From an optimization exercise on the open Yosys and OpenROAD flow, aimed at small area; shortcuts taken in it are not production practice. At most, simulation tests tie the RTL to the original design; equivalence was not proved.

==> job 9443 <==
// sidTop
module sidTop (
  input  logic            clk,
  input  logic            arstN,
  input  logic            clkEn,         
  input  logic            we,
  input  sidPkg::regAddrT addr,
  input  sidPkg::regDataT dataW,
  output sidPkg::regDataT dataR,
  output sidPkg::sampleT  audioOut
);
==> module sidVoice, before the edit <==
module sidVoice (
  input  logic         clk,
  input  logic         arstN,
  input  logic         clkEn,
  input  sidPkg::freqT freq,
  input  sidPkg::pwT   pulseWidth,
  input  logic [2:0]   waveSel,       
  input  logic         testBit,
  output sidPkg::waveT wave
);
  logic [23:0] acc;
  logic [11:0] sawWave;
  logic [11:0] triWave;
  logic        pulseBit;
  logic [11:0] mixWave;
  always_ff @(posedge clk or negedge arstN) begin
    if (!arstN) begin
      acc <= '0;
    end else begin
      acc <= testBit ? 24'd0 : acc + {8'd0, freq & {16{clkEn}}};
    end
  end
  always_comb begin
    sawWave  = acc[23:12];
    triWave  = acc[22:11] ^ {12{acc[23]}};
    pulseBit = (acc[23:12] >= pulseWidth);
    mixWave  = (triWave | {12{~waveSel[0]}}) &
               (sawWave | {12{~waveSel[1]}}) &
               {12{pulseBit | ~waveSel[2]}} &
               {12{|waveSel}};
  end
  always_ff @(posedge clk or negedge arstN) begin
    if (!arstN) begin
      wave <= '0;
    end else begin
      wave <= mixWave;
    end
  end
endmodule
==> module sidEnvelope, before the edit <==
module sidEnvelope (
  input  logic         clk,
  input  logic         arstN,
  input  logic         clkEn,
  input  logic         gate,
  input  sidPkg::rateT attack,
  input  sidPkg::rateT decay,
  input  sidPkg::rateT sustain,
  input  sidPkg::rateT releaseRate,
  output sidPkg::envT  env
);
  localparam logic [1:0] stRelease = 2'd0;
  localparam logic [1:0] stAttack  = 2'd1;
  localparam logic [1:0] stDecay   = 2'd2;
  localparam logic [1:0] stSustain = 2'd3;
  logic [1:0]  state;
  logic        gateDly;
  logic [15:0] prescale;
  logic [15:0] target;
  logic [3:0]  rate;
  logic        stepNow;
  logic [7:0]  sustainLevel;
  logic [7:0]  envDec;
  assign sustainLevel = {sustain, sustain};
  assign envDec       = env - 8'd1;
  always_comb begin
    case (state)
      stAttack: rate = attack;
      stDecay:  rate = decay;
      default:  rate = releaseRate;
    endcase
    target = sidPkg::envStepLast(state == stAttack, rate);
  end
  assign stepNow = (prescale == target);
  always_ff @(posedge clk or negedge arstN) begin
    if (!arstN) begin
      state    <= stRelease;
      gateDly  <= 1'b0;
      prescale <= '0;
      env      <= '0;
    end else begin
      gateDly <= gate;
      if (gate != gateDly) begin
        state    <= gate ? stAttack : stRelease;
        prescale <= '0;
      end else if (clkEn) begin
        case (state)
          stAttack: begin
            if (env == 8'hff) begin
              state <= stDecay;
            end else if (stepNow) begin
              prescale <= '0;
              env      <= env + 8'd1;
              if (env == 8'hfe) state <= stDecay;
            end else begin
              prescale <= prescale + 16'd1;
            end
          end
          stDecay: begin
            if (env == sustainLevel || env == 8'd0) begin
              state    <= stSustain;
              prescale <= '0;
            end else if (stepNow) begin
              prescale <= '0;
              env      <= envDec;
              if (envDec == sustainLevel) state <= stSustain;
            end else begin
              prescale <= prescale + 16'd1;
            end
          end
          stSustain: begin
            prescale <= '0;
          end
          default: begin
            if (env == 8'd0) begin
              prescale <= '0;
            end else if (stepNow) begin
              prescale <= '0;
              env      <= envDec;
            end else begin
              prescale <= prescale + 16'd1;
            end
          end
        endcase
      end
    end
  end
endmodule
clock: 9.0 ns
lec_check: 0
cap_margin: 20
core_margin: 2
core_utilization: 40
slew_margin: 20
run.sh (not shown) runs the stock make flow with config.mk's settings and CLKGATE_MAP_FILE= SYNTH_SCRIPT=/design/flow/synth_recipe.tcl, a recipe that flattens the netlist after the stock synthesis.
==> inputs of job 8753, as changes to job 9443 <==
--- a/flow/design.v
+++ b/flow/design.v
@@ -170,15 +170,30 @@
   output sidPkg::waveT wave
 );
   logic [23:0] acc;
+  logic [23:0] accSum;
+  logic [15:0] addend;
+  logic [16:0] carry;
+  logic [23:16] allOnes;    
   logic [11:0] sawWave;
   logic [11:0] triWave;
   logic        pulseBit;
   logic [11:0] mixWave;
+  assign addend   = freq & {16{clkEn}};
+  assign carry[0] = 1'b0;
+  for (genvar k = 0; k < 16; k++) begin : genAdd
+    assign accSum[k]  = acc[k] ^ addend[k] ^ carry[k];
+    assign carry[k+1] = (acc[k] & addend[k]) | (acc[k] & carry[k]) | (addend[k] & carry[k]);
+  end
+  assign allOnes[16] = 1'b1;
+  for (genvar k = 17; k < 24; k++) begin : genOnes
+    assign allOnes[k] = allOnes[k-1] & acc[k-1];
+  end
+  assign accSum[23:16] = acc[23:16] ^ ({8{carry[16]}} & allOnes[23:16]);
   always_ff @(posedge clk or negedge arstN) begin
     if (!arstN) begin
       acc <= '0;
     end else begin
-      acc <= testBit ? 24'd0 : acc + {8'd0, freq & {16{clkEn}}};
+      acc <= accSum & {24{~testBit}};
     end
   end
   always_comb begin
@@ -215,24 +230,99 @@
   localparam logic [1:0] stDecay   = 2'd2;
   localparam logic [1:0] stSustain = 2'd3;
   logic [1:0]  state;
+  logic [1:0]  stateNext;
   logic        gateDly;
   logic [15:0] prescale;
   logic [15:0] target;
   logic [3:0]  rate;
   logic        stepNow;
   logic [7:0]  sustainLevel;
-  logic [7:0]  envDec;
+  logic        isAttack;
+  logic        edgeNow;
+  logic        tick;
+  logic        envFull;
+  logic        envZero;
+  logic        atSustain;
+  logic        clr;        
+  logic        inc;        
+  logic        step;       
+  logic [7:0]  envStep;    
+  logic [16:0] carry;
+  logic [8:0]  envCarry;
   assign sustainLevel = {sustain, sustain};
-  assign envDec       = env - 8'd1;
+  assign isAttack     = (state == stAttack);
+  assign edgeNow      = gate ^ gateDly;
+  assign tick         = clkEn & ~edgeNow;
+  assign envFull      = &env;
+  assign envZero      = ~|env;
+  assign atSustain    = (env == sustainLevel);
   always_comb begin
     case (state)
       stAttack: rate = attack;
       stDecay:  rate = decay;
       default:  rate = releaseRate;
     endcase
-    target = sidPkg::envStepLast(state == stAttack, rate);
+    target = sidPkg::envStepLast(isAttack, rate);
   end
   assign stepNow = (prescale == target);
+  assign envCarry[0] = 1'b1;
+  for (genvar k = 0; k < 8; k++) begin : genEnv
+    assign envStep[k]    = env[k] ^ envCarry[k];
+    assign envCarry[k+1] = envCarry[k] & (env[k] ^ ~isAttack);
+  end
+  always_comb begin
+    stateNext = state;
+    clr       = 1'b0;
+    inc       = 1'b0;
+    step      = 1'b0;
+    if (edgeNow) begin
+      stateNext = gate ? stAttack : stRelease;
+      clr       = 1'b1;
+    end else if (clkEn) begin
+      case (state)
+        stAttack: begin
+          if (envFull) begin
+            stateNext = stDecay;
+          end else if (stepNow) begin
+            clr  = 1'b1;
+            step = 1'b1;
+            if (env == 8'hfe) stateNext = stDecay;
+          end else begin
+            inc = 1'b1;
+          end
+        end
+        stDecay: begin
+          if (atSustain || envZero) begin
+            stateNext = stSustain;
+            clr       = 1'b1;
+          end else if (stepNow) begin
+            clr  = 1'b1;
+            step = 1'b1;
+            if (envStep == sustainLevel) stateNext = stSustain;
+          end else begin
+            inc = 1'b1;
+          end
+        end
+        stSustain: begin
+          clr = 1'b1;
+        end
+        default: begin
+          if (envZero) begin
+            clr = 1'b1;
+          end else if (stepNow) begin
+            clr  = 1'b1;
+            step = 1'b1;
+          end else begin
+            inc = 1'b1;
+          end
+        end
+      endcase
+    end
+  end
+  assign carry[0] = inc;
+  for (genvar k = 0; k < 16; k++) begin : genPre
+    assign carry[k+1] = carry[k] & prescale[k];
+  end
   always_ff @(posedge clk or negedge arstN) begin
     if (!arstN) begin
       state    <= stRelease;
@@ -240,50 +330,10 @@
       prescale <= '0;
       env      <= '0;
     end else begin
-      gateDly <= gate;
-      if (gate != gateDly) begin
-        state    <= gate ? stAttack : stRelease;
-        prescale <= '0;
-      end else if (clkEn) begin
-        case (state)
-          stAttack: begin
-            if (env == 8'hff) begin
-              state <= stDecay;
-            end else if (stepNow) begin
-              prescale <= '0;
-              env      <= env + 8'd1;
-              if (env == 8'hfe) state <= stDecay;
-            end else begin
-              prescale <= prescale + 16'd1;
-            end
-          end
-          stDecay: begin
-            if (env == sustainLevel || env == 8'd0) begin
-              state    <= stSustain;
-              prescale <= '0;
-            end else if (stepNow) begin
-              prescale <= '0;
-              env      <= envDec;
-              if (envDec == sustainLevel) state <= stSustain;
-            end else begin
-              prescale <= prescale + 16'd1;
-            end
-          end
-          stSustain: begin
-            prescale <= '0;
-          end
-          default: begin
-            if (env == 8'd0) begin
-              prescale <= '0;
-            end else if (stepNow) begin
-              prescale <= '0;
-              env      <= envDec;
-            end else begin
-              prescale <= prescale + 16'd1;
-            end
-          end
-        endcase
-      end
+      gateDly  <= gate;
+      state    <= stateNext;
+      prescale <= (prescale ^ carry[15:0]) & {16{~clr}};
+      if (step) env <= envStep;
     end
   end
 endmodule
Settings changed: CORE_UTILIZATION 40 to 60, CTS_BUF_LIST set to sky130_fd_sc_hd__clkbuf_4.
==> summary of the runs <==
- Job 8753 completed without violations. Job 9443 finished clean.
- In job 8753 the routed wire length is lower than in job 9443, by about 7%.
- In maximum frequency, job 8753 and job 9443 hardly differ.
- Setup slack: job 9443 is higher than job 8753 (0.0063 ns).
- Between job 9443 and job 8753, the lower non-clock buffer count is in job 8753 (gap 2).
- Of job 9443 and job 8753, job 9443 has the higher final cell count (gap about 15%, measured against job 8753).
- Between job 8753 and job 9443, the lower register-to-register slack is in job 8753 (gap 0.44 ns).
- Worst hold slack: job 8753 is lower than job 9443 (0.024 ns).
- Between job 9443 and job 8753, the lower clock skew is in job 9443 (gap 0.015 ns).
Function was not checked in any run of this note: the RTL went through the layout flow alone.

========
==> trial 38: inputs <==
Another version of the RTL of sidTop (not shown whole).
==> flow/config.mk <==
export PLATFORM = sky130hd
export DESIGN_NAME = sidTop
export DESIGN_NICKNAME = sidTop
export VERILOG_FILES = /design/flow/design.v
export SDC_FILE = /design/flow/constraint.sdc
export NUM_CORES = 4
export LEC_CHECK = 0
export CAP_MARGIN = 20
export CORE_MARGIN = 2
export CORE_UTILIZATION = 60
export CTS_BUF_LIST = sky130_fd_sc_hd__clkbuf_4
export GPL_TIMING_DRIVEN = 0
export SLEW_MARGIN = 20
==> flow/constraint.sdc <==
create_clock -name core_clock -period 9.0 [get_ports {clk}]
set_input_delay 1.8000 -clock core_clock [delete_from_list [all_inputs] [get_ports {clk}]]
set_output_delay 1.8000 -clock core_clock [all_outputs]
set_load 0.01 [all_outputs]
standard.sh (not shown) runs the stock make flow with config.mk's settings and CLKGATE_MAP_FILE= SYNTH_SCRIPT=/design/flow/synth_recipe.tcl, a recipe that flattens the netlist after the stock synthesis.
==> flow/flow/run.sh <==
#!/bin/bash
# Own layout flow:
#  1. the standard synthesis (standard.sh), unchanged;
#  2. its combinational logic re-mapped for area with ABC (flow/remap.ys);
#     registers, full adders and tie cells are kept as they are;
#  3. a polarity clean-up (flow/faflip.py): full adders and simple gates
#     built in whichever polarity leaves the fewest inverters; then steps 2
#     and 3 once more;
#  4. the standard layout from floorplan on, with clock tree synthesis told
#     not to add dummy loads.
set -euo pipefail
R=$PWD/orfs/results/$FLOW_PLATFORM/sidTop/base
LIB=$FLOW_HOME/platforms/$FLOW_PLATFORM/lib/sky130_fd_sc_hd__tt_025C_1v80.lib
YOSYS=$FLOW_HOME/../tools/install/yosys/bin/yosys
[[ -x $YOSYS ]] || YOSYS=yosys
PERIOD_PS=$(python3 -c "print(int(round(float('$FLOW_PERIOD_NS') * 1000)))")

bash standard.sh "$R/1_2_yosys.v" > synth.log 2>&1
cp "$R/1_2_yosys.v" "$R/1_2_yosys_std.v"

printf 'set_driving_cell sky130_fd_sc_hd__buf_1\nset_load 5\n' > remap.constr
KEEP=$(grep -oE "sky130_fd_sc_hd__(df|fa_|conb|edf|sdf|dl)[A-Za-z0-9_]*" "$R/1_2_yosys_std.v" | sort -u | tr '\n' ' ')
# the platform's don't-use cells (low-power and probe cells) stay out of the mapping
DONTUSE=$(grep -oE 'cell \("?sky130_fd_sc_hd__(lpflow|probe)[A-Za-z0-9_]*' "$LIB" | sed -E 's/cell \("?/-dont_use /' | sort -u | tr '\n' ' ')
sed -e "s|{LIB}|$LIB|g" -e "s|{DONTUSE}|$DONTUSE|" -e "s|{KEEP}|$KEEP|" -e "s|{IN}|$R/1_2_yosys_std.v|" \
    -e "s|{TOP}|$FLOW_TOP|" -e "s|{SCRIPT}|$PWD/flow/area.abc|" -e "s|{CONSTR}|$PWD/remap.constr|" \
    -e "s|{PERIOD_PS}|$PERIOD_PS|" -e "s|{OUT}|$R/1_2_yosys_remap.v|" -e "s|{STAT}|$PWD/remap_stat.txt|" \
    flow/remap.ys > remap.ys
$YOSYS -q -l remap.log -s remap.ys > remap.out 2>&1

python3 flow/faflip.py "$LIB" "$R/1_2_yosys_remap.v" "$R/1_2_yosys_flip.v" > faflip.log 2>&1

# a second round: ABC again around the re-polarised adders, then the clean-up
sed -e "s|{LIB}|$LIB|g" -e "s|{DONTUSE}|$DONTUSE|" -e "s|{KEEP}|$KEEP|" -e "s|{IN}|$R/1_2_yosys_flip.v|" \
    -e "s|{TOP}|$FLOW_TOP|" -e "s|{SCRIPT}|$PWD/flow/area.abc|" -e "s|{CONSTR}|$PWD/remap.constr|" \
    -e "s|{PERIOD_PS}|$PERIOD_PS|" -e "s|{OUT}|$R/1_2_yosys_remap2.v|" -e "s|{STAT}|$PWD/remap2_stat.txt|" \
    flow/remap.ys > remap2.ys
$YOSYS -q -l remap2.log -s remap2.ys > remap2.out 2>&1
python3 flow/faflip.py "$LIB" "$R/1_2_yosys_remap2.v" "$R/1_2_yosys_flip2.v" > faflip2.log 2>&1
cp "$R/1_2_yosys_flip2.v" "$R/1_2_yosys.v"

CTS="-sink_clustering_enable -repair_clock_nets -dont_use_dummy_load -buf_list {sky130_fd_sc_hd__clkbuf_8 sky130_fd_sc_hd__clkbuf_16} -sink_clustering_size 24 -sink_clustering_max_diameter 60"
bash standard.sh "CTS_ARGS=$CTS" finish > layout.log 2>&1
Other scripts of this flow, unchanged in this note and not shown: flow/flow/area.abc, flow/flow/faflip.py, flow/flow/libinfo.py, flow/flow/remap.ys
==> inputs of trial 1, as changes to trial 38 <==
--- a/flow/design.v
+++ b/flow/design.v
@@ -869,16 +869,17 @@
   logic m514;
   logic m515;
   logic m516;
   logic m517;
   logic m518;
   logic m519;
   logic [21:0] sumA, sumB;
   logic [21:0] sum;
+  logic [10:0] sumC;
   logic q0;
   logic q1;
   logic q2;
   logic q3;
   logic q4;
   logic q5;
   logic q6;
   logic q7;
@@ -933,16 +934,17 @@
   logic q56;
   logic q57;
   logic q58;
   logic q59;
   logic q60;
   logic q61;
   logic [19:0] sclA, sclB;
   logic [19:0] scl;
+  logic [20:0] sclC;
   assign m0 = (wave[0][0] & env[0][0]) ^ (wave[1][0] & env[1][0]) ^ (wave[2][0] & env2g[0]);
   assign m1 = ((wave[0][0] & env[0][0]) & (wave[1][0] & env[1][0])) | ((wave[0][0] & env[0][0]) & (wave[2][0] & env2g[0])) | ((wave[1][0] & env[1][0]) & (wave[2][0] & env2g[0]));
   assign m2 = (wave[0][0] & env[0][1]) ^ (wave[0][1] & env[0][0]) ^ (wave[1][0] & env[1][1]);
   assign m3 = ((wave[0][0] & env[0][1]) & (wave[0][1] & env[0][0])) | ((wave[0][0] & env[0][1]) & (wave[1][0] & env[1][1])) | ((wave[0][1] & env[0][0]) & (wave[1][0] & env[1][1]));
   assign m4 = (wave[1][1] & env[1][0]) ^ m2 ^ (wave[2][0] & env2g[1]);
   assign m5 = ((wave[1][1] & env[1][0]) & m2) | ((wave[1][1] & env[1][0]) & (wave[2][0] & env2g[1])) | (m2 & (wave[2][0] & env2g[1]));
   assign m6 = (wave[2][1] & env2g[0]) ^ m1 ^ m4;
   assign m7 = ((wave[2][1] & env2g[0]) & m1) | ((wave[2][1] & env2g[0]) & m4) | (m1 & m4);
@@ -1455,17 +1457,22 @@
   assign m514 = m503 ^ m512 ^ m505;
   assign m515 = (m503 & m512) | (m503 & m505) | (m512 & m505);
   assign m516 = ~(m509 ^ m511);
   assign m517 = m509 | m511;
   assign m518 = m516 ^ m513 ^ m515;
   assign m519 = (m516 & m513) | (m516 & m515) | (m513 & m515);
   assign sumA = {1'b1, m517, m518, m514, m506, m492, m472, m446, m414, m376, m332, m286, m242, m198, m156, m116, m82, m54, m32, m7, m6, m0};
   assign sumB = {1'b0, m519, 1'b0, m507, m493, m473, m447, m415, m377, 1'b0, 1'b0, m243, 1'b0, m157, 1'b0, 1'b0, 1'b0, 1'b0, 1'b0, m16, 1'b0, 1'b0};
-  assign sum = sumA + sumB;
+  assign sumC[0] = 1'b0;
+  for (genvar k = 0; k < 10; k++) begin : gsum
+    assign sum[k] = sumA[k] ^ sumB[k] ^ sumC[k];
+    assign sumC[k+1] = (sumA[k] & sumB[k]) | (sumA[k] & sumC[k]) | (sumB[k] & sumC[k]);
+  end
+  assign sum[21:10] = sumA[21:10] + sumB[21:10] + {11'd0, sumC[10]};
   assign q0 = (clipDly[2] & volume[0]) ^ (clipDly[1] & volume[1]) ^ (clipDly[0] & volume[2]);
   assign q1 = ((clipDly[2] & volume[0]) & (clipDly[1] & volume[1])) | ((clipDly[2] & volume[0]) & (clipDly[0] & volume[2])) | ((clipDly[1] & volume[1]) & (clipDly[0] & volume[2]));
   assign q2 = (clipDly[3] & volume[0]) ^ (clipDly[2] & volume[1]) ^ (clipDly[1] & volume[2]);
   assign q3 = ((clipDly[3] & volume[0]) & (clipDly[2] & volume[1])) | ((clipDly[3] & volume[0]) & (clipDly[1] & volume[2])) | ((clipDly[2] & volume[1]) & (clipDly[1] & volume[2]));
   assign q4 = (clipDly[0] & volume[3]) ^ q1 ^ q2;
   assign q5 = ((clipDly[0] & volume[3]) & q1) | ((clipDly[0] & volume[3]) & q2) | (q1 & q2);
   assign q6 = (clipDly[4] & volume[0]) ^ (clipDly[3] & volume[1]) ^ (clipDly[2] & volume[2]);
   assign q7 = ((clipDly[4] & volume[0]) & (clipDly[3] & volume[1])) | ((clipDly[4] & volume[0]) & (clipDly[2] & volume[2])) | ((clipDly[3] & volume[1]) & (clipDly[2] & volume[2]));
@@ -1520,17 +1527,21 @@
   assign q56 = ~(clipDly[15] & volume[1]) ^ (clipDly[14] & volume[2]) ^ (clipDly[13] & volume[3]);
   assign q57 = (~(clipDly[15] & volume[1]) & (clipDly[14] & volume[2])) | (~(clipDly[15] & volume[1]) & (clipDly[13] & volume[3])) | ((clipDly[14] & volume[2]) & (clipDly[13] & volume[3]));
   assign q58 = q51 ^ q56 ^ q53;
   assign q59 = (q51 & q56) | (q51 & q53) | (q56 & q53);
   assign q60 = ~(clipDly[15] & volume[2]) ^ (clipDly[14] & volume[3]) ^ q57;
   assign q61 = (~(clipDly[15] & volume[2]) & (clipDly[14] & volume[3])) | (~(clipDly[15] & volume[2]) & q57) | ((clipDly[14] & volume[3]) & q57);
   assign sclA = {1'b1, ~(clipDly[15] & volume[3]), q60, q58, q54, q45, q41, q37, q33, q29, q25, q21, q17, q13, q9, q5, q4, q0, (clipDly[1] & volume[0]), (clipDly[0] & volume[0])};
   assign sclB = {1'b0, q61, q59, q55, 1'b0, q48, q44, q40, q36, q32, q28, q24, q20, q16, q12, q8, 1'b0, 1'b0, (clipDly[0] & volume[1]), 1'b0};
-  assign scl = sclA + sclB;
+  assign sclC[0] = 1'b0;
+  for (genvar k = 0; k < 20; k++) begin : gscl
+    assign scl[k] = sclA[k] ^ sclB[k] ^ sclC[k];
+    assign sclC[k+1] = (sclA[k] & sclB[k]) | (sclA[k] & sclC[k]) | (sclB[k] & sclC[k]);
+  end
   always_comb begin
     if (!sum[21] && (sum[20] || sum[19]))      clipped = 16'sh7fff;
     else if (sum[21] && !(sum[20] && sum[19])) clipped = -16'sh8000;
     else                                       clipped = sum[19:4];
   end
   always_ff @(posedge clk or negedge arstN) begin
     if (!arstN) begin
       clipReg  <= '0;
--- a/flow/flow/run.sh
+++ b/flow/flow/run.sh
@@ -34,10 +34,10 @@
 sed -e "s|{LIB}|$LIB|g" -e "s|{DONTUSE}|$DONTUSE|" -e "s|{KEEP}|$KEEP|" -e "s|{IN}|$R/1_2_yosys_flip.v|" \
     -e "s|{TOP}|$FLOW_TOP|" -e "s|{SCRIPT}|$PWD/flow/area.abc|" -e "s|{CONSTR}|$PWD/remap.constr|" \
     -e "s|{PERIOD_PS}|$PERIOD_PS|" -e "s|{OUT}|$R/1_2_yosys_remap2.v|" -e "s|{STAT}|$PWD/remap2_stat.txt|" \
     flow/remap.ys > remap2.ys
 $YOSYS -q -l remap2.log -s remap2.ys > remap2.out 2>&1
 python3 flow/faflip.py "$LIB" "$R/1_2_yosys_remap2.v" "$R/1_2_yosys_flip2.v" > faflip2.log 2>&1
 cp "$R/1_2_yosys_flip2.v" "$R/1_2_yosys.v"
 
-CTS="-sink_clustering_enable -repair_clock_nets -dont_use_dummy_load -buf_list {sky130_fd_sc_hd__clkbuf_8 sky130_fd_sc_hd__clkbuf_16} -sink_clustering_size 24 -sink_clustering_max_diameter 60"
+CTS="-sink_clustering_enable -repair_clock_nets -dont_use_dummy_load -buf_list sky130_fd_sc_hd__clkbuf_8 -sink_clustering_size 16 -sink_clustering_max_diameter 50"
 bash standard.sh "CTS_ARGS=$CTS" finish > layout.log 2>&1
==> comparison table <==
| item | trial 38 | trial 1 |
|---|---|---|
| Hold Crit Start | iMixer.clipReg[5] | iMixer.clipReg[10] |
| Transition time at the pin with the least slew margin | 918 ps | 1120 ps |
| Die area | 0.0467 mm^2 | 0.0466 mm^2 |
| Number of cells in the finished layout apart from fillers | 3551 | 3484 |
| Number of cells in the design after placement | 3500 | 3420 |
| First-pass GRT wire length | 114 mm | 114 mm |
| CP endpoint | genVoice[0].iVoice.acc[23] | iMixer.clipReg[10] |
| Run status | timing/DRC/antenna clean | timing/DRC/antenna clean |
| Synth Area per Inst | 9.44 um^2 | 9.70 um^2 |
| Finished layout cell area | 0.0296 mm^2 | 0.0293 mm^2 |
| Count of fill cells added during filler insertion | 3611 | 3544 |
No functional check of the RTL was part of trial 1.

what the ideal ports hide:
The flow's constraints put no driver on any port. The routed layouts listed below were extracted and timed again, unchanged, in two steps.
Step 1 (the two cells are an assumption about what drives the block):
set clk [get_ports {clk}]
set_driving_cell -lib_cell sky130_fd_sc_hd__clkbuf_16 $clk
set_driving_cell -lib_cell sky130_fd_sc_hd__buf_2 [delete_from_list [all_inputs] $clk]
Step 2, shift: input delay + t, output delay - t, t = (earliest + latest rising clock arrival at the registers) / 2. This alone moves slack from input paths to output paths.
a / b / c = ideal / step 1 / step 2; a / b = the first two.
run	t (ns)	setup WS [ns]	clock arrival spread, ns
job 9443	0.663	0.653 / 0.685 / 0.021	0.051 / 0.051
job 8753	0.933	0.647 / 0.680 / -0.254	0.071 / 0.071
trial 38	0.613	0.362 / 0.372 / -0.241	0.117 / 0.118
trial 1	0.655	0.258 / 0.289 / -0.366	0.137 / 0.137
With both steps, setup timing fails in job 8753, trial 38 and trial 1, where it was met with ideal ports. For job 8753, which loses most, drivers alone change the setup slack by +0.033 ns; drivers and shift together by -0.901 ns.
